Source: an optimization exercise on an open RTL-to-GDS flow (aim: small area, a short achievable clock period and few clock cycles per item). Production flows keep margins and buffers that such runs may drop. Only simulation tests tie the RTL to the original design; equivalence was not proved. The flow treats the clock pin as an ideal source, which a real chip does not have. No activity file was given, so power comes from the tool's default toggle rates.

## v35
## taylor_sine_cosine_top
module taylor_sine_cosine_top (
	input  wire logic                            clk,
	input  wire logic                            arst_n,
	input  wire logic                            s_tvalid,
	output logic                                 s_tready,
	input  wire logic [tsc_pkg::IN_DATA_W-1:0]   s_tdata,
	input  wire logic                            s_tuser,
	output logic                                 m_tvalid,
	input  wire logic                            m_tready,
	output logic [tsc_pkg::OUT_DATA_W-1:0]       m_tdata,
	output logic                                 m_tuser
);
==> module taylor_sine_cosine_top, before the edit <==
module taylor_sine_cosine_top (
	input  wire logic                            clk,
	input  wire logic                            arst_n,
	input  wire logic                            s_tvalid,
	output logic                                 s_tready,
	input  wire logic [tsc_pkg::IN_DATA_W-1:0]   s_tdata,
	input  wire logic                            s_tuser,
	output logic                                 m_tvalid,
	input  wire logic                            m_tready,
	output logic [tsc_pkg::OUT_DATA_W-1:0]       m_tdata,
	output logic                                 m_tuser
);
	logic              a_valid_q;    
	logic [REQ_W:0]    a_req_q;
	logic              b_valid_q;    
	logic [REQ_W:0]    b_req_q;
	logic              r_valid_q;    
	logic [RES_W:0]    r_rom_q;
	logic              r_neg_q;
	logic              m_valid_q;
	logic [RES_W-1:0]  res_q;
	logic              sat_q;
	logic [REQ_W:0]    req_in;
	logic              s_accept;
	logic              out_adv;
	logic              a_load;
	logic [RES_W:0]    rom_data;
	logic [ANGLE_W-1:0] angle_in;
	logic [ANGLE_W-1:0] xmag_in;
	localparam int MAG_BITS = RES_W - 1;
	localparam int MAG_GRP  = 6;
	logic              negate;
	logic [RES_W-1:0]  res_w;
	logic [MAG_BITS-1:0]           mag;
	logic [MAG_BITS-1:0]           in_grp;      
	logic [MAG_BITS/MAG_GRP-1:0]   grp_or;      
	logic [MAG_BITS/MAG_GRP-1:0]   grp_below;   
	logic [MAG_BITS:0]             below;       
	logic [MAG_BITS:0]             flip;
	assign angle_in = s_tdata[ANGLE_W-1:0];
	assign xmag_in  = angle_in[ANGLE_W-1] ? ANGLE_W'(~angle_in + 1'b1) : angle_in;
	assign req_in   = {!s_tuser && angle_in[ANGLE_W-1], s_tuser, xmag_in, s_tdata[ANGLE_W +: CNT_W]};
	assign s_tready = !b_valid_q;
	assign s_accept = s_tvalid && !b_valid_q;
	assign out_adv  = !m_valid_q || m_tready;
	assign a_load   = out_adv || !a_valid_q;
	assign m_tvalid = m_valid_q;
	assign m_tdata  = OUT_DATA_W'(res_q);
	assign m_tuser  = sat_q;
	tsc_rom u_rom (
		.addr (a_req_q[REQ_W-1:0]),
		.data (rom_data)
	);
	assign negate = r_neg_q ^ r_rom_q[RES_W-1];
	assign mag    = r_rom_q[MAG_BITS-1:0];
	for (genvar g = 0; g < MAG_BITS / MAG_GRP; g++) begin : g_grp
		assign in_grp[g * MAG_GRP] = 1'b0;
		for (genvar j = 1; j < MAG_GRP; j++) begin : g_in
			assign in_grp[g * MAG_GRP + j] = in_grp[g * MAG_GRP + j - 1] | mag[g * MAG_GRP + j - 1];
		end
		assign grp_or[g] = in_grp[g * MAG_GRP + MAG_GRP - 1] | mag[g * MAG_GRP + MAG_GRP - 1];
		if (g == 0) begin : g_first
			assign grp_below[g] = 1'b0;
		end else begin : g_next
			assign grp_below[g] = grp_below[g - 1] | grp_or[g - 1];
		end
		for (genvar j = 0; j < MAG_GRP; j++) begin : g_bit
			assign below[g * MAG_GRP + j] = grp_below[g] | in_grp[g * MAG_GRP + j];
		end
	end
	assign below[MAG_BITS] = grp_below[MAG_BITS / MAG_GRP - 1] | grp_or[MAG_BITS / MAG_GRP - 1];
	assign flip  = {(MAG_BITS + 1){negate}} & ({(MAG_BITS + 1){r_rom_q[RES_W]}} | below);
	assign res_w = {1'b0, mag} ^ flip;
	always_ff @(posedge clk or negedge arst_n) begin
		if (!arst_n) begin
			a_valid_q <= 1'b0;
			r_valid_q <= 1'b0;
			b_valid_q <= 1'b0;
			m_valid_q <= 1'b0;
		end else begin
			if (out_adv) begin
				r_valid_q <= a_valid_q;
				m_valid_q <= r_valid_q;
			end
			if (a_load) begin
				a_valid_q <= b_valid_q || s_accept;
			end
			b_valid_q <= !out_adv && a_valid_q && (b_valid_q || s_accept);
		end
	end
	always_ff @(posedge clk) begin
		if (a_load) begin
			a_req_q <= b_valid_q ? b_req_q : req_in;
		end
		if (!b_valid_q) begin
			b_req_q <= req_in;
		end
		if (out_adv) begin
			r_rom_q <= rom_data;
			r_neg_q <= a_req_q[REQ_W];
			res_q   <= res_w;
			sat_q   <= r_rom_q[RES_W];
		end
	end
endmodule
clock: 9.0 ns
lec_check: 0
abc_area: 1
cap_margin: 20
core_margin: 2
core_utilization: 15
place_density: 0.25
slew_margin: 20
synth_hierarchical: 1
tns_end_percent: 100
standard.sh (not shown) runs the stock make flow with config.mk's settings and CLKGATE_MAP_FILE= SYNTH_SCRIPT=/design/flow/synth_recipe.tcl, a recipe that flattens the netlist after the stock synthesis.
==> flow/flow/run.sh <==
#!/bin/bash
set -euo pipefail
here=$(pwd)
export POST_CTS_TCL="$here/flow/skew.tcl"
export SKEW_CELL=sky130_fd_sc_hd__clkbuf_1
export SKEW_LAST_CELL=sky130_fd_sc_hd__clkbuf_8
export SKEW_STAGES=8
bash standard.sh SETUP_SLACK_MARGIN=6.1 SKIP_CTS_REPAIR_TIMING=1 \
	POST_CTS_TCL="$here/flow/skew.tcl" finish > standard.log 2>&1
Other scripts of this flow, unchanged in this note and not shown: flow/flow/skew.tcl
Testbench counts of v35, summed over its fixed seeds: cycles 2,424, items 2,400.
#### Input delta (v13 over v35)
diff --git a/flow/design.v b/flow/design.v
--- a/flow/design.v
+++ b/flow/design.v
@@ -3101,14 +3101,6 @@
 	logic [ANGLE_W-1:0] angle_in;
 	logic [ANGLE_W-1:0] xmag_in;
-	localparam int MAG_BITS = RES_W - 1;
-	localparam int MAG_GRP  = 6;
 	logic              negate;
 	logic [RES_W-1:0]  res_w;
-	logic [MAG_BITS-1:0]           mag;
-	logic [MAG_BITS-1:0]           in_grp;      
-	logic [MAG_BITS/MAG_GRP-1:0]   grp_or;      
-	logic [MAG_BITS/MAG_GRP-1:0]   grp_below;   
-	logic [MAG_BITS:0]             below;       
-	logic [MAG_BITS:0]             flip;
 	assign angle_in = s_tdata[ANGLE_W-1:0];
 	assign xmag_in  = angle_in[ANGLE_W-1] ? ANGLE_W'(~angle_in + 1'b1) : angle_in;
@@ -3126,23 +3118,6 @@
 	);
 	assign negate = r_neg_q ^ r_rom_q[RES_W-1];
-	assign mag    = r_rom_q[MAG_BITS-1:0];
-	for (genvar g = 0; g < MAG_BITS / MAG_GRP; g++) begin : g_grp
-		assign in_grp[g * MAG_GRP] = 1'b0;
-		for (genvar j = 1; j < MAG_GRP; j++) begin : g_in
-			assign in_grp[g * MAG_GRP + j] = in_grp[g * MAG_GRP + j - 1] | mag[g * MAG_GRP + j - 1];
-		end
-		assign grp_or[g] = in_grp[g * MAG_GRP + MAG_GRP - 1] | mag[g * MAG_GRP + MAG_GRP - 1];
-		if (g == 0) begin : g_first
-			assign grp_below[g] = 1'b0;
-		end else begin : g_next
-			assign grp_below[g] = grp_below[g - 1] | grp_or[g - 1];
-		end
-		for (genvar j = 0; j < MAG_GRP; j++) begin : g_bit
-			assign below[g * MAG_GRP + j] = grp_below[g] | in_grp[g * MAG_GRP + j];
-		end
-	end
-	assign below[MAG_BITS] = grp_below[MAG_BITS / MAG_GRP - 1] | grp_or[MAG_BITS / MAG_GRP - 1];
-	assign flip  = {(MAG_BITS + 1){negate}} & ({(MAG_BITS + 1){r_rom_q[RES_W]}} | below);
-	assign res_w = {1'b0, mag} ^ flip;
+	assign res_w  = negate ? ~{1'b0, r_rom_q[RES_W-2:0]} + RES_W'(!r_rom_q[RES_W])
+		: {1'b0, r_rom_q[RES_W-2:0]};
 	always_ff @(posedge clk or negedge arst_n) begin
 		if (!arst_n) begin
Results
v13 supports a higher top clock frequency than v35. [diff] final total power, v13 relative to v35: regression. v13 finished every step from synthesis to the final layout, and the layout passed the timing, DRC and antenna checks. Diff v13 and v35: maximum number of pins on one net before global-route repair higher in v13. Going from v35 to v13, first-iteration DRC count shows a reduction of 498; synthesized area now sits higher; final wirelength up 11 mm. Endpoint arrival time on the critical path: higher on v35. v13 vs v35: critical path depth down. Number of multi-input combinational cells in the layout of v13 exceeds that of v35 by a few percent. Compare v13 and v35 | area growth from synthesis to layout lower: v13. Going from v35 to v13, clock share of power up 0.2 points; met1 demand-to-capacity share in global routing up 3.3 points; worst setup slack after layout up 0.029 ns.
Testbench counts of v13, summed over its fixed seeds: cycles 2,424, items 2,400.

separate check: timing with driven ports:
In the flow no input, the clock included, has a driving cell. The finished layouts below were timed again as built, in two steps. Step 1 (the two cells are an assumption about what drives the block):
set clk [get_ports {clk}]
set_driving_cell -lib_cell sky130_fd_sc_hd__clkbuf_16 $clk
set_driving_cell -lib_cell sky130_fd_sc_hd__buf_2 [delete_from_list [all_inputs] $clk]
Step 2, shift: input delay + t, output delay - t, t = (earliest + latest rising clock arrival at the registers) / 2. This alone moves slack from input paths to output paths. Slacks: ideal / step 1 / step 2; pairs: ideal / step 1.
| run | shift t [ns] | slack for setup (ns) | worst setup path after step 2 | latest minus earliest clock arrival (ns) | pins driven straight from the clock port |
|---|---|---|---|---|---|
| v35 | 0.806 | 5.847 / 5.847 / 5.413 | input to register | 0.807 / 0.806 | 1 |
| v13 | 0.824 | 5.877 / 5.877 / 5.373 | input to register | 0.815 / 0.816 | 1 |
In v35 and v13 the clock reaches the registers at very different times; t lies between them, and the last value is a rough guide only. For v13, which loses most, drivers alone change the setup slack by 0.000 ns; drivers and shift together by -0.504 ns.
